What follows belongs to an exercise in optimizing a design on an open flow for small area; a production flow would make more cautious choices. Function was checked by simulation only, so behaviour that the tests miss may differ from the original. Power is estimated from default activity; no workload was simulated. The flow treats the clock pin as an ideal source, which a real chip does not have.

==> exp/tundra: inputs <==
==> flow/design.v (excerpt) <==
module led_matrix_pwm_scanner #(
  parameter int COLUMNS  = lmps_pkg::COLUMNS_DEF,
  parameter int CHANNELS = lmps_pkg::CHANNELS_DEF
) (
  input  logic                              clk,
  input  logic                              rst,
  input  logic                              s_tvalid,
  output logic                              s_tready,
  input  logic [lmps_pkg::IN_DATA_W-1:0]    s_tdata,
  input  logic [lmps_pkg::OP_W-1:0]         s_tuser,
  output logic                              m_tvalid,
  input  logic                              m_tready,
  output logic [lmps_pkg::OUT_DATA_W-1:0]   m_tdata
);
clock: 10.0 ns
lec_check: 0
cap_margin: 20
core_margin: 2
core_utilization: 70
slew_margin: 20
standard.sh (not shown) runs the stock make flow with config.mk's settings and CLKGATE_MAP_FILE= SYNTH_SCRIPT=/design/flow/synth_recipe.tcl, a recipe that flattens the netlist after the stock synthesis.
==> flow/flow/run.sh <==
#!/bin/bash
# Standard layout, with CTS told not to add dummy loads and the port buffers
# made with the smallest buffer. Each tool's output goes to standard.log.
set -euo pipefail
export CTS_ARGS="-sink_clustering_enable -repair_clock_nets -dont_use_dummy_load -buf_list {sky130_fd_sc_hd__clkbuf_16} -sink_clustering_size 30 -sink_clustering_max_diameter 50"
export BUFFER_PORTS_ARGS="-buffer_cell sky130_fd_sc_hd__buf_1"
bash standard.sh finish > standard.log 2>&1
==> exp/zinc: changes against exp/tundra <==
==> flow/flow/run.sh (replaced) <==
#!/bin/bash
# Standard layout, with CTS told not to add dummy loads and the port buffers
# made with the smallest buffer. Each tool's output goes to standard.log.
set -euo pipefail
export CTS_ARGS="-sink_clustering_enable -repair_clock_nets -dont_use_dummy_load -buf_list {sky130_fd_sc_hd__clkbuf_16} -sink_clustering_size 45 -sink_clustering_max_diameter 60"
export BUFFER_PORTS_ARGS="-buffer_cell sky130_fd_sc_hd__buf_1"
bash standard.sh finish > standard.log 2>&1
Settings changed: CORE_UTILIZATION 70 to 80.
==> exp/garnet: changes against exp/tundra <==
==> flow/run.sh (new file) <==
#!/bin/bash
# synth_recipe.tcl (not shown) runs the flow's synth.tcl, then flattens the netlist and writes it again
# the make line also repeats each setting of config.mk as NAME=value (left out here)
make -C /OpenROAD-flow-scripts/flow DESIGN_CONFIG=/design/flow/config.mk WORK_HOME=/design/flow/orfs CLKGATE_MAP_FILE= SYNTH_SCRIPT=/design/flow/synth_recipe.tcl finish
Settings changed: CORE_UTILIZATION 70 to 40.
removed: flow/flow/run.sh
removed: flow/standard.sh
==> notes.md <==
| item | exp/zinc | exp/tundra | exp/garnet |
|---|---|---|---|
| Max-slew violations | - | 0 | 0 |
| Area growth from synthesis to final layout | - | 9.01% | 19.4% |
| TritonCTS clock tree | - | done | done |
| CP Max Fanout | - | 6 | 6 |
| Kind of critical path | - | primary input to output pin | primary input to output pin |
| Minimum setup slack among reg-to-reg paths | - | 6.56 ns | 6.64 ns |
| Area taken by multi-input logic gates | - | 0.00130 mm2 | 0.00130 mm2 |
| Total buffers and inverters traversed by the critical path | - | 2 | 2 |
| Worst path arrival time | - | 3.73 ns | 4.60 ns |
| Portion of the clock cycle consumed by the worst path in the final layout | - | 0.573 | 0.660 |
| Hold Path Class | - | register to register | register to register |
| Endpoint of the most critical setup path | - | s_tready | s_tready |
| Status | did not finish | timing/DRC/antenna clean | timing/DRC/antenna clean |
| Failing step | clock tree synthesis | - | - |
| Timing startpoint of the critical path | - | s_tvalid | s_tvalid |
| First DRT Iteration DRCs | - | 214 | 183 |

========
==> run Z: inputs <==
==> flow/design.v <==
package lmps_pkg;
  localparam int COLUMNS_DEF  = 8;
  localparam int CHANNELS_DEF = 15;
  localparam int OP_W       = 2;
  localparam int COORD_W    = 3;
  localparam int BYTE_W     = 8;
  localparam int DRIVE_W    = 15;
  localparam int IN_DATA_W  = 32;
  localparam int OUT_DATA_W = 24;
  localparam logic [3:0] TICK_LAST = 4'd15;
  localparam logic [BYTE_W-1:0] PWM_MAX = 8'd15;
  typedef enum logic [OP_W-1:0] {
    OP_TICK  = 2'd0,
    OP_WRITE = 2'd1,
    OP_CLEAR = 2'd2,
    OP_NOP   = 2'd3
  } op_t;
  typedef enum logic [1:0] {
    ACT_NONE  = 2'd0,
    ACT_SHIFT = 2'd1,
    ACT_RESET = 2'd2
  } act_t;
  typedef enum logic [2:0] {
    ST_CLEAR,
    ST_IDLE,
    ST_WRITE,
    ST_TICK,
    ST_DRAIN,
    ST_FINISH
  } state_t;
endpackage
module led_matrix_pwm_scanner #(
  parameter int COLUMNS  = lmps_pkg::COLUMNS_DEF,
  parameter int CHANNELS = lmps_pkg::CHANNELS_DEF
) (
  input  logic                              clk,
  input  logic                              rst,
  input  logic                              s_tvalid,
  output logic                              s_tready,
  input  logic [lmps_pkg::IN_DATA_W-1:0]    s_tdata,
  input  logic [lmps_pkg::OP_W-1:0]         s_tuser,
  output logic                              m_tvalid,
  input  logic                              m_tready,
  output logic [lmps_pkg::OUT_DATA_W-1:0]   m_tdata
);
  localparam int LW = 5;
  localparam int FN = 120;
  localparam int LN = 15;
  logic [FN*LW-1:0] fr;
  logic [LN*LW-1:0] lr;
  logic [LW-1:0]    ftail, ltail, fin, lin, wdata;
  logic [7:0]       wbyte;
  logic [1:0] sub;
  logic [2:0] rowp;
  logic [2:0] colp;
  logic [3:0]  tcnt;
  logic [2:0]  pcol;
  logic [14:0] dsr;
  logic [14:0] drive;
  logic        reloaded;
  logic        primed;
  logic        init;
  logic can_proc, slot0, slot_last, active;
  logic is_tick, is_write, is_clear, is_nop, row_ok;
  logic wr_here, clr, reload, upd, dbit, accept;
  logic [LW-1:0] cur;
  assign ftail = fr[FN*LW-1 -: LW];
  assign ltail = lr[LN*LW-1 -: LW];
  assign is_tick  = (s_tuser == 2'd0);
  assign is_write = (s_tuser == 2'd1);
  assign is_clear = (s_tuser == 2'd2);
  assign is_nop   = (s_tuser == 2'd3);
  assign row_ok   = (s_tdata[5:3] < 3'd5);
  assign can_proc  = s_tvalid && !m_tvalid && !init;
  assign slot0     = (sub == 2'd0) && (rowp == 3'd0) && (colp == 3'd0);
  assign slot_last = (sub == 2'd2) && (rowp == 3'd4) && (colp == 3'd7);
  assign active    = can_proc && (primed || slot0);
  assign wr_here = can_proc && is_write && row_ok &&
                   (colp == s_tdata[2:0]) && (rowp == s_tdata[5:3]);
  always_comb begin
    case (sub)
      2'd0:    wbyte = s_tdata[21:14];
      2'd1:    wbyte = s_tdata[13:6];
      default: wbyte = s_tdata[29:22];
    endcase
  end
  assign wdata = wbyte[4:0] | {LW{|wbyte[7:5]}};
  assign clr = init || (can_proc && is_clear);
  assign fin = wr_here ? wdata : (clr ? '0 : ftail);
  assign upd    = active && is_tick && (colp == pcol);
  assign reload = (tcnt == 4'b1000);
  assign cur    = reload ? ftail : ltail;
  assign lin    = init ? '0 : (upd ? cur - 5'd1 : ltail);
  assign dbit   = !init && (upd ? ((cur != '0) && !cur[4]) : dsr[0]);
  assign accept   = can_proc && (is_nop || (is_write && !row_ok) || (primed && slot_last));
  assign s_tready = accept;
  always_ff @(posedge clk) begin
    fr <= {fr[FN*LW-LW-1:0], fin};
    lr <= {lr[LN*LW-LW-1:0], lin};
    if ((active && is_tick) || init) begin
      dsr <= {dbit, dsr[14:1]};
    end
    if (accept) begin
      reloaded <= is_tick && reload;
    end
  end
  always_ff @(posedge clk) begin
    if (rst) begin
      sub      <= '0;
      rowp     <= '0;
      colp     <= '0;
      tcnt     <= '0;
      pcol     <= '0;
      primed   <= 1'b0;
      init     <= 1'b1;
      m_tvalid <= 1'b0;
    end else begin
      sub  <= (sub == 2'd2) ? 2'd0 : sub + 2'd1;
      rowp <= (rowp == 3'd4) ? 3'd0 : rowp + 3'd1;
      colp <= colp + 3'd1;
      if (slot_last) begin
        init <= 1'b0;
      end
      if (accept) begin
        primed <= 1'b0;
      end else if (active) begin
        primed <= 1'b1;
      end
      if (accept && is_tick) begin
        tcnt <= {tcnt[2:0], (tcnt[3] ^ tcnt[2]) || (tcnt == 4'd0)};
        if (reload) begin
          pcol <= pcol + 3'd1;
        end
      end
      m_tvalid <= accept || (m_tvalid && !m_tready);
    end
  end
  for (genvar i = 0; i < 15; i++) begin : g_drive
    assign drive[3 * ((105 + i) % 5) + ((105 + i) % 3)] = dsr[i];
  end
  assign m_tdata = {7'b0000000, reloaded && (pcol == 3'd0), reloaded && (pcol != 3'd0), drive};
endmodule
==> flow/flow/run.sh <==
#!/bin/bash
# Standard layout, with CTS told not to add dummy loads and the port buffers
# made with the smallest buffer. Each tool's output goes to standard.log.
set -euo pipefail
export CTS_ARGS="-sink_clustering_enable -repair_clock_nets -dont_use_dummy_load -buf_list {sky130_fd_sc_hd__clkbuf_16} -sink_clustering_size 36 -sink_clustering_max_diameter 60"
export BUFFER_PORTS_ARGS="-buffer_cell sky130_fd_sc_hd__buf_1"
bash standard.sh finish > standard.log 2>&1
==> flow/standard.sh <==
#!/bin/bash
# synth_recipe.tcl (not shown) runs the flow's synth.tcl, then flattens the netlist and writes it again
# the make line also repeats each setting of config.mk as NAME=value (left out here)
make -C /OpenROAD-flow-scripts/flow DESIGN_CONFIG=/design/flow/config.mk WORK_HOME=/design/flow/orfs CLKGATE_MAP_FILE= SYNTH_SCRIPT=/design/flow/synth_recipe.tcl "${@:-finish}"
==> flow/config.mk <==
export PLATFORM = sky130hd
export DESIGN_NAME = led_matrix_pwm_scanner
export DESIGN_NICKNAME = led_matrix_pwm_scanner
export VERILOG_FILES = /design/flow/design.v
export SDC_FILE = /design/flow/constraint.sdc
export NUM_CORES = 4
export LEC_CHECK = 0
export CAP_MARGIN = 20
export CORE_MARGIN = 2
export CORE_UTILIZATION = 70
export PLACE_DENSITY = 0.8
export SLEW_MARGIN = 20
==> flow/constraint.sdc <==
create_clock -name core_clock -period 10.0 [get_ports {clk}]
set_input_delay 2.0000 -clock core_clock [delete_from_list [all_inputs] [get_ports {clk}]]
set_output_delay 2.0000 -clock core_clock [all_outputs]
set_load 0.01 [all_outputs]
==> run Y (differences from run Z) <==
==> flow/design.v, changed modules only <==
module led_matrix_pwm_scanner #(
  parameter int COLUMNS  = lmps_pkg::COLUMNS_DEF,
  parameter int CHANNELS = lmps_pkg::CHANNELS_DEF
) (
  input  logic                              clk,
  input  logic                              rst,
  input  logic                              s_tvalid,
  output logic                              s_tready,
  input  logic [lmps_pkg::IN_DATA_W-1:0]    s_tdata,
  input  logic [lmps_pkg::OP_W-1:0]         s_tuser,
  output logic                              m_tvalid,
  input  logic                              m_tready,
  output logic [lmps_pkg::OUT_DATA_W-1:0]   m_tdata
);
  localparam int LW = 5;
  localparam int FN = 120;
  localparam int LN = 15;
  logic [FN*LW-1:0] fr;
  logic [LN*LW-1:0] lr;
  logic [LW-1:0]    ftail, ltail, fin, lin, wdata;
  logic [7:0]       wbyte;
  logic [1:0] sub;
  logic [2:0] rowp;
  logic [2:0] colp;
  logic [3:0]  tcnt;
  logic [2:0]  pcol;
  logic [14:0] dsr;
  logic [14:0] drive;
  logic        reloaded;
  logic        primed;
  logic        init;
  logic can_proc, slot0, slot_last, active;
  logic is_tick, is_write, is_clear;
  logic wr_here, clr, reload, upd, dbit, accept;
  logic [LW-1:0] cur;
  assign ftail = fr[FN*LW-1 -: LW];
  assign ltail = lr[LN*LW-1 -: LW];
  assign is_tick  = (s_tuser == 2'd0);
  assign is_write = (s_tuser == 2'd1);
  assign is_clear = (s_tuser == 2'd2);
  assign can_proc  = s_tvalid && !m_tvalid && !init;
  assign slot0     = (sub == 2'd0) && (rowp == 3'd0) && (colp == 3'd0);
  assign slot_last = (sub == 2'd2) && (rowp == 3'd4) && (colp == 3'd7);
  assign active    = primed || (can_proc && slot0);
  assign wr_here = s_tvalid && is_write &&
                   (colp == s_tdata[2:0]) && (rowp == s_tdata[5:3]);
  always_comb begin
    case (sub)
      2'd0:    wbyte = s_tdata[21:14];
      2'd1:    wbyte = s_tdata[13:6];
      default: wbyte = s_tdata[29:22];
    endcase
  end
  assign wdata = wbyte[4:0] | {LW{|wbyte[7:5]}};
  assign clr = init || (s_tvalid && is_clear);
  assign fin = wr_here ? wdata : (clr ? '0 : ftail);
  assign upd    = active && is_tick && (colp == pcol);
  assign reload = (tcnt == 4'b1000);
  assign cur    = reload ? ftail : ltail;
  assign lin    = init ? '0 : (upd ? cur - 5'd1 : ltail);
  assign dbit   = !init && (upd ? ((cur != '0) && !cur[4]) : dsr[0]);
  assign accept   = primed && slot_last;
  assign s_tready = accept;
  always_ff @(posedge clk) begin
    fr <= {fr[FN*LW-LW-1:0], fin};
    lr <= {lr[LN*LW-LW-1:0], lin};
    if ((active && is_tick) || init) begin
      dsr <= {dbit, dsr[14:1]};
    end
    if (accept) begin
      reloaded <= is_tick && reload;
    end
  end
  always_ff @(posedge clk) begin
    if (rst) begin
      sub      <= '0;
      rowp     <= '0;
      colp     <= '0;
      tcnt     <= '0;
      pcol     <= '0;
      primed   <= 1'b0;
      init     <= 1'b1;
      m_tvalid <= 1'b0;
    end else begin
      sub  <= (sub == 2'd2) ? 2'd0 : sub + 2'd1;
      rowp <= (rowp == 3'd4) ? 3'd0 : rowp + 3'd1;
      colp <= colp + 3'd1;
      if (slot_last) begin
        init <= 1'b0;
      end
      if (accept) begin
        primed <= 1'b0;
      end else if (active) begin
        primed <= 1'b1;
      end
      if (accept && is_tick) begin
        tcnt <= {tcnt[2:0], (tcnt[3] ^ tcnt[2]) || (tcnt == 4'd0)};
        if (reload) begin
          pcol <= pcol + 3'd1;
        end
      end
      m_tvalid <= accept || (m_tvalid && !m_tready);
    end
  end
  for (genvar i = 0; i < 15; i++) begin : g_drive
    assign drive[3 * ((105 + i) % 5) + ((105 + i) % 3)] = dsr[i];
  end
  assign m_tdata = {7'b0000000, reloaded && (pcol == 3'd0), reloaded && (pcol != 3'd0), drive};
endmodule
==> flow/flow/run.sh (replaced) <==
#!/bin/bash
# Standard ORFS layout with three changes:
#  - after the standard synthesis, the combinational cells are mapped again
#    for area by Yosys/ABC (flip-flops, their names and cell types untouched);
#  - CTS adds no dummy loads and uses buf_12 clusters of at most 36 sinks;
#  - the port buffers are buf_1, and one tie cell drives all constant outputs.
# Each tool's output goes to a log of its own in this folder.
set -euo pipefail
export CTS_ARGS="-sink_clustering_enable -repair_clock_nets -dont_use_dummy_load -buf_list {sky130_fd_sc_hd__buf_12} -sink_clustering_size 30 -sink_clustering_max_diameter 120"
export BUFFER_PORTS_ARGS="-buffer_cell sky130_fd_sc_hd__buf_1"
export SKIP_REPAIR_TIE_FANOUT=1

bash standard.sh synth > synth.log 2>&1

RES=orfs/results/${FLOW_PLATFORM}/led_matrix_pwm_scanner/base
LIB=${FLOW_HOME}/platforms/${FLOW_PLATFORM}/lib/sky130_fd_sc_hd__tt_025C_1v80.lib
YOSYS=${FLOW_HOME}/../tools/install/yosys/bin/yosys
[[ -x $YOSYS ]] || YOSYS=yosys
cp ${RES}/1_2_yosys.v std_1_2_yosys.v
DU=""
for c in $(cat flow/dont_use.txt); do DU="$DU -dont_use $c"; done
cat > reopt.ys <<EOS
read_liberty -ignore_miss_func ${LIB}
blackbox sky130_fd_sc_hd__*df* sky130_fd_sc_hd__*dl* sky130_fd_sc_hd__conb*
read_verilog std_1_2_yosys.v
hierarchy -top ${FLOW_TOP}
flatten
opt -purge
abc -liberty ${LIB} ${DU} -script +strash;&get,-n;&st;&deepsyn,-T,30;&dch,-f;&nf,-R,1000;&put
opt_clean -purge
hilomap -singleton -hicell sky130_fd_sc_hd__conb_1 HI -locell sky130_fd_sc_hd__conb_1 LO
insbuf -buf sky130_fd_sc_hd__buf_1 A X
tee -o reopt_stat.txt stat -liberty ${LIB}
write_verilog -noattr -nohex -nodec reopt_1_2_yosys.v
EOS
cat > reopt_check.ys <<EOS
read_liberty -lib ${LIB}
read_verilog reopt_1_2_yosys.v
hierarchy -check -top ${FLOW_TOP}
check -assert -mapped
EOS
# Keep the standard netlist if the new mapping fails or does not check out.
if $YOSYS -s reopt.ys > reopt.log 2>&1 && $YOSYS -s reopt_check.ys > reopt_check.log 2>&1; then
  cp reopt_1_2_yosys.v ${RES}/1_2_yosys.v
  rm -f ${RES}/1_synth.odb ${RES}/1_synth.sdc
fi

bash standard.sh finish > finish.log 2>&1
==> flow/flow/dont_use.txt (new file) <==
sky130_fd_sc_hd__probe_p_8 sky130_fd_sc_hd__probec_p_8 sky130_fd_sc_hd__lpflow_bleeder_1 sky130_fd_sc_hd__lpflow_clkbufkapwr_1 sky130_fd_sc_hd__lpflow_clkbufkapwr_16 sky130_fd_sc_hd__lpflow_clkbufkapwr_2 sky130_fd_sc_hd__lpflow_clkbufkapwr_4 sky130_fd_sc_hd__lpflow_clkbufkapwr_8 sky130_fd_sc_hd__lpflow_clkinvkapwr_1 sky130_fd_sc_hd__lpflow_clkinvkapwr_16 sky130_fd_sc_hd__lpflow_clkinvkapwr_2 sky130_fd_sc_hd__lpflow_clkinvkapwr_4 sky130_fd_sc_hd__lpflow_clkinvkapwr_8 sky130_fd_sc_hd__lpflow_decapkapwr_12 sky130_fd_sc_hd__lpflow_decapkapwr_3 sky130_fd_sc_hd__lpflow_decapkapwr_4 sky130_fd_sc_hd__lpflow_decapkapwr_6 sky130_fd_sc_hd__lpflow_decapkapwr_8 sky130_fd_sc_hd__lpflow_inputiso0n_1 sky130_fd_sc_hd__lpflow_inputiso0p_1 sky130_fd_sc_hd__lpflow_inputiso1n_1 sky130_fd_sc_hd__lpflow_inputiso1p_1 sky130_fd_sc_hd__lpflow_inputisolatch_1 sky130_fd_sc_hd__lpflow_isobufsrc_1 sky130_fd_sc_hd__lpflow_isobufsrc_16 sky130_fd_sc_hd__lpflow_isobufsrc_2 sky130_fd_sc_hd__lpflow_isobufsrc_4 sky130_fd_sc_hd__lpflow_isobufsrc_8 sky130_fd_sc_hd__lpflow_isobufsrckapwr_16 sky130_fd_sc_hd__lpflow_lsbuf_lh_hl_isowell_tap_1 sky130_fd_sc_hd__lpflow_lsbuf_lh_hl_isowell_tap_2 sky130_fd_sc_hd__lpflow_lsbuf_lh_hl_isowell_tap_4 sky130_fd_sc_hd__lpflow_lsbuf_lh_isowell_4 sky130_fd_sc_hd__lpflow_lsbuf_lh_isowell_tap_1 sky130_fd_sc_hd__lpflow_lsbuf_lh_isowell_tap_2 sky130_fd_sc_hd__lpflow_lsbuf_lh_isowell_tap_4
==> run K (differences from run Z) <==
==> flow/design.v, changed modules only <==
module led_matrix_pwm_scanner #(
  parameter int COLUMNS  = lmps_pkg::COLUMNS_DEF,
  parameter int CHANNELS = lmps_pkg::CHANNELS_DEF
) (
  input  logic                              clk,
  input  logic                              rst,
  input  logic                              s_tvalid,
  output logic                              s_tready,
  input  logic [lmps_pkg::IN_DATA_W-1:0]    s_tdata,
  input  logic [lmps_pkg::OP_W-1:0]         s_tuser,
  output logic                              m_tvalid,
  input  logic                              m_tready,
  output logic [lmps_pkg::OUT_DATA_W-1:0]   m_tdata
);
  localparam int LW = 5;
  localparam int FN = 120;
  localparam int LN = 15;
  logic [FN*LW-1:0] fr;
  logic [LN*LW-1:0] lr;
  logic [LW-1:0]    ftail, ltail, fin, lin, wdata;
  logic [7:0]       wbyte;
  logic [1:0] sub;
  logic [2:0] rowp;
  logic [2:0] colp;
  logic [3:0]  tcnt;
  logic [2:0]  pcol;
  logic [14:0] dsr;
  logic [14:0] drive;
  logic        reloaded;
  logic        primed;
  logic        init;
  logic can_proc, slot0, slot_last, active;
  logic is_tick, is_write, is_clear;
  logic wr_here, clr, reload, upd, dbit, accept;
  logic [LW-1:0] cur;
  assign ftail = fr[FN*LW-1 -: LW];
  assign ltail = lr[LN*LW-1 -: LW];
  assign is_tick  = (s_tuser == 2'd0);
  assign is_write = (s_tuser == 2'd1);
  assign is_clear = (s_tuser == 2'd2);
  assign can_proc  = s_tvalid && !m_tvalid && !init;
  assign slot0     = (sub == 2'd0) && (rowp == 3'd0) && (colp == 3'd0);
  assign slot_last = (sub == 2'd2) && (rowp == 3'd4) && (colp == 3'd7);
  assign active    = primed || (can_proc && slot0);
  assign wr_here = s_tvalid && is_write &&
                   (colp == s_tdata[2:0]) && (rowp == s_tdata[5:3]);
  always_comb begin
    case (sub)
      2'd0:    wbyte = s_tdata[21:14];
      2'd1:    wbyte = s_tdata[13:6];
      default: wbyte = s_tdata[29:22];
    endcase
  end
  assign wdata = wbyte[4:0] | {LW{|wbyte[7:5]}};
  assign clr = init || (s_tvalid && is_clear);
  assign fin = wr_here ? wdata : (clr ? '0 : ftail);
  assign upd    = active && is_tick && (colp == pcol);
  assign reload = (tcnt == 4'b1000);
  assign cur    = reload ? ftail : ltail;
  assign lin    = init ? '0 : (upd ? cur - 5'd1 : ltail);
  assign dbit   = !init && (upd ? ((cur != '0) && !cur[4]) : dsr[0]);
  assign accept   = primed && slot_last;
  assign s_tready = accept;
  always_ff @(posedge clk) begin
    fr <= {fr[FN*LW-LW-1:0], fin};
    lr <= {lr[LN*LW-LW-1:0], lin};
    if ((active && is_tick) || init) begin
      dsr <= {dbit, dsr[14:1]};
    end
    if (accept) begin
      reloaded <= is_tick && reload;
    end
  end
  always_ff @(posedge clk) begin
    if (rst) begin
      sub      <= '0;
      rowp     <= '0;
      colp     <= '0;
      tcnt     <= '0;
      pcol     <= '0;
      primed   <= 1'b0;
      init     <= 1'b1;
      m_tvalid <= 1'b0;
    end else begin
      sub  <= (sub == 2'd2) ? 2'd0 : sub + 2'd1;
      rowp <= (rowp == 3'd4) ? 3'd0 : rowp + 3'd1;
      colp <= colp + 3'd1;
      if (slot_last) begin
        init <= 1'b0;
      end
      if (accept) begin
        primed <= 1'b0;
      end else if (active) begin
        primed <= 1'b1;
      end
      if (accept && is_tick) begin
        tcnt <= {tcnt[2:0], (tcnt[3] ^ tcnt[2]) || (tcnt == 4'd0)};
        if (reload) begin
          pcol <= pcol + 3'd1;
        end
      end
      m_tvalid <= accept || (m_tvalid && !m_tready);
    end
  end
  for (genvar i = 0; i < 15; i++) begin : g_drive
    assign drive[3 * ((105 + i) % 5) + ((105 + i) % 3)] = dsr[i];
  end
  assign m_tdata = {7'b0000000, reloaded && (pcol == 3'd0), reloaded && (pcol != 3'd0), drive};
endmodule
==> flow/flow/run.sh (replaced) <==
#!/bin/bash
# Standard ORFS layout with three changes:
#  - after the standard synthesis, the combinational cells are mapped again
#    for area by Yosys/ABC (flip-flops, their names and cell types untouched);
#  - CTS adds no dummy loads and uses buf_12 clusters of at most 36 sinks;
#  - the port buffers are buf_1, and one tie cell drives all constant outputs.
# Each tool's output goes to a log of its own in this folder.
set -euo pipefail
export CTS_ARGS="-sink_clustering_enable -repair_clock_nets -dont_use_dummy_load -buf_list {sky130_fd_sc_hd__buf_12} -root_buf sky130_fd_sc_hd__buf_8 -tree_buf sky130_fd_sc_hd__buf_8 -sink_clustering_size 32 -sink_clustering_max_diameter 90"
export BUFFER_PORTS_ARGS="-buffer_cell sky130_fd_sc_hd__buf_1"
export SKIP_REPAIR_TIE_FANOUT=1

bash standard.sh synth > synth.log 2>&1

RES=orfs/results/${FLOW_PLATFORM}/led_matrix_pwm_scanner/base
LIB=${FLOW_HOME}/platforms/${FLOW_PLATFORM}/lib/sky130_fd_sc_hd__tt_025C_1v80.lib
YOSYS=${FLOW_HOME}/../tools/install/yosys/bin/yosys
[[ -x $YOSYS ]] || YOSYS=yosys
cp ${RES}/1_2_yosys.v std_1_2_yosys.v
DU=""
for c in $(cat flow/dont_use.txt); do DU="$DU -dont_use $c"; done
cat > reopt.ys <<EOS
read_liberty -ignore_miss_func ${LIB}
blackbox sky130_fd_sc_hd__*df* sky130_fd_sc_hd__*dl* sky130_fd_sc_hd__conb*
read_verilog std_1_2_yosys.v
hierarchy -top ${FLOW_TOP}
flatten
opt -purge
abc -liberty ${LIB} ${DU} -script +strash;&get,-n;&st;&deepsyn,-T,30;&dch,-f;&nf,-R,1000;&put
opt_clean -purge
hilomap -singleton -hicell sky130_fd_sc_hd__conb_1 HI -locell sky130_fd_sc_hd__conb_1 LO
insbuf -buf sky130_fd_sc_hd__buf_1 A X
tee -o reopt_stat.txt stat -liberty ${LIB}
write_verilog -noattr -nohex -nodec reopt_1_2_yosys.v
EOS
cat > reopt_check.ys <<EOS
read_liberty -lib ${LIB}
read_verilog reopt_1_2_yosys.v
hierarchy -check -top ${FLOW_TOP}
check -assert -mapped
EOS
# Keep the standard netlist if the new mapping fails or does not check out.
if $YOSYS -s reopt.ys > reopt.log 2>&1 && $YOSYS -s reopt_check.ys > reopt_check.log 2>&1; then
  cp reopt_1_2_yosys.v ${RES}/1_2_yosys.v
  rm -f ${RES}/1_synth.odb ${RES}/1_synth.sdc
fi

bash standard.sh finish > finish.log 2>&1
==> flow/flow/dont_use.txt (new file) <==
sky130_fd_sc_hd__probe_p_8 sky130_fd_sc_hd__probec_p_8 sky130_fd_sc_hd__lpflow_bleeder_1 sky130_fd_sc_hd__lpflow_clkbufkapwr_1 sky130_fd_sc_hd__lpflow_clkbufkapwr_16 sky130_fd_sc_hd__lpflow_clkbufkapwr_2 sky130_fd_sc_hd__lpflow_clkbufkapwr_4 sky130_fd_sc_hd__lpflow_clkbufkapwr_8 sky130_fd_sc_hd__lpflow_clkinvkapwr_1 sky130_fd_sc_hd__lpflow_clkinvkapwr_16 sky130_fd_sc_hd__lpflow_clkinvkapwr_2 sky130_fd_sc_hd__lpflow_clkinvkapwr_4 sky130_fd_sc_hd__lpflow_clkinvkapwr_8 sky130_fd_sc_hd__lpflow_decapkapwr_12 sky130_fd_sc_hd__lpflow_decapkapwr_3 sky130_fd_sc_hd__lpflow_decapkapwr_4 sky130_fd_sc_hd__lpflow_decapkapwr_6 sky130_fd_sc_hd__lpflow_decapkapwr_8 sky130_fd_sc_hd__lpflow_inputiso0n_1 sky130_fd_sc_hd__lpflow_inputiso0p_1 sky130_fd_sc_hd__lpflow_inputiso1n_1 sky130_fd_sc_hd__lpflow_inputiso1p_1 sky130_fd_sc_hd__lpflow_inputisolatch_1 sky130_fd_sc_hd__lpflow_isobufsrc_1 sky130_fd_sc_hd__lpflow_isobufsrc_16 sky130_fd_sc_hd__lpflow_isobufsrc_2 sky130_fd_sc_hd__lpflow_isobufsrc_4 sky130_fd_sc_hd__lpflow_isobufsrc_8 sky130_fd_sc_hd__lpflow_isobufsrckapwr_16 sky130_fd_sc_hd__lpflow_lsbuf_lh_hl_isowell_tap_1 sky130_fd_sc_hd__lpflow_lsbuf_lh_hl_isowell_tap_2 sky130_fd_sc_hd__lpflow_lsbuf_lh_hl_isowell_tap_4 sky130_fd_sc_hd__lpflow_lsbuf_lh_isowell_4 sky130_fd_sc_hd__lpflow_lsbuf_lh_isowell_tap_1 sky130_fd_sc_hd__lpflow_lsbuf_lh_isowell_tap_2 sky130_fd_sc_hd__lpflow_lsbuf_lh_isowell_tap_4
==> comparison <==
Between run Z and run K, the lower clock power is in run K (gap about 4%, measured against run K).
Power, lowest first: run K, run Y, run Z.
Run Z ran to the end with no violations. Run K produced a clean layout. Run Y produced a clean layout.
The lowest via count belongs to run K, the highest to run Z.
Critical path depth: run Y is higher than run Z (3).
Cell count, lowest first: run K, run Y, run Z.
Of run K and run Z, run Z has the higher worst hold slack (gap 57 ps).
Of run Y and run Z, run Z has the higher synthesized cell count (gap about 6%, measured against run Z).
==> figures <==
Wire length of the first global-routing pass: run Z 31000 um; run K 31400 um; run Y 31400 um
Clock network fraction of design power: run Z 29.1%; run K 28.3%; run Y 28.9%
Non-Clock Inverter Count: run Z 16; run K 5; run Y 5
DRT Wirelength: run Z 19600 um; run K 20100 um; run Y 20300 um
Switching portion of total power: run Z 18.9%; run K 19.4%; run Y 19.4%
Startpoint of the worst register-to-register path: run Z sub[0]; run K init; run Y colp[1]
End of the critical path: run Z s_tready; run K fr[1]; run Y fr[1]
Length of routed wiring on met1: run Z 9580 um; run K 9170 um; run Y 9350 um
Status: run Z finished clean; run K finished clean; run Y finished clean
Share of post-route cells with drive strength above 1: run Z 3.40%; run K 2.83%; run Y 2.94%
Overall die area: run Z 0.0234 mm2; run K 0.0228 mm2; run Y 0.0228 mm2
Setup crit end kind: run Z output pin; run K flop; run Y flop
Cell Pwr Density: run Z 245 mW/mm2; run K 249 mW/mm2; run Y 251 mW/mm2
DP Worst Slack: run Z 5150 ps; run K 5590 ps; run Y 5590 ps
Antenna violations before repair: run Z 0; run K 0; run Y 1

==> separate check: timing with driven ports <==
The results above use ideal ports. As a check the final layouts listed here were re-extracted and re-timed, cells and wires unchanged.
Step 1 (the two cells are an assumption about what drives the block):
set clk [get_ports {clk}]
set_driving_cell -lib_cell sky130_fd_sc_hd__clkbuf_16 $clk
set_driving_cell -lib_cell sky130_fd_sc_hd__buf_2 [delete_from_list [all_inputs] $clk]
Step 2 moves the port delays by t, midway between the first and last clock arrival at a register: inputs arrive t later, outputs are due t later. That takes back most of the time a late clock gives input paths.
Slacks: ideal / step 1 / step 2; pairs: ideal / step 1.
| run | t, ns | setup WS [ns] | worst register clock-pin slew, ns |
|---|---|---|---|
| exp/tundra | 0.549 | 4.275 / 4.240 / 4.240 | 0.10 / 0.10 |
| exp/garnet | 0.613 | 3.397 / 3.369 / 3.369 | 0.07 / 0.07 |
| run Z | 0.585 | 5.121 / 5.096 / 5.096 | 0.12 / 0.12 |
| run Y | 0.533 | 5.796 / 5.823 / 5.290 | 0.11 / 0.11 |
| run K | 0.581 | 6.036 / 6.060 / 5.479 | 0.12 / 0.12 |
After both steps setup and hold are still met in every run listed. For run K, which loses most, drivers alone change the setup slack by +0.024 ns; drivers and shift together by -0.557 ns.
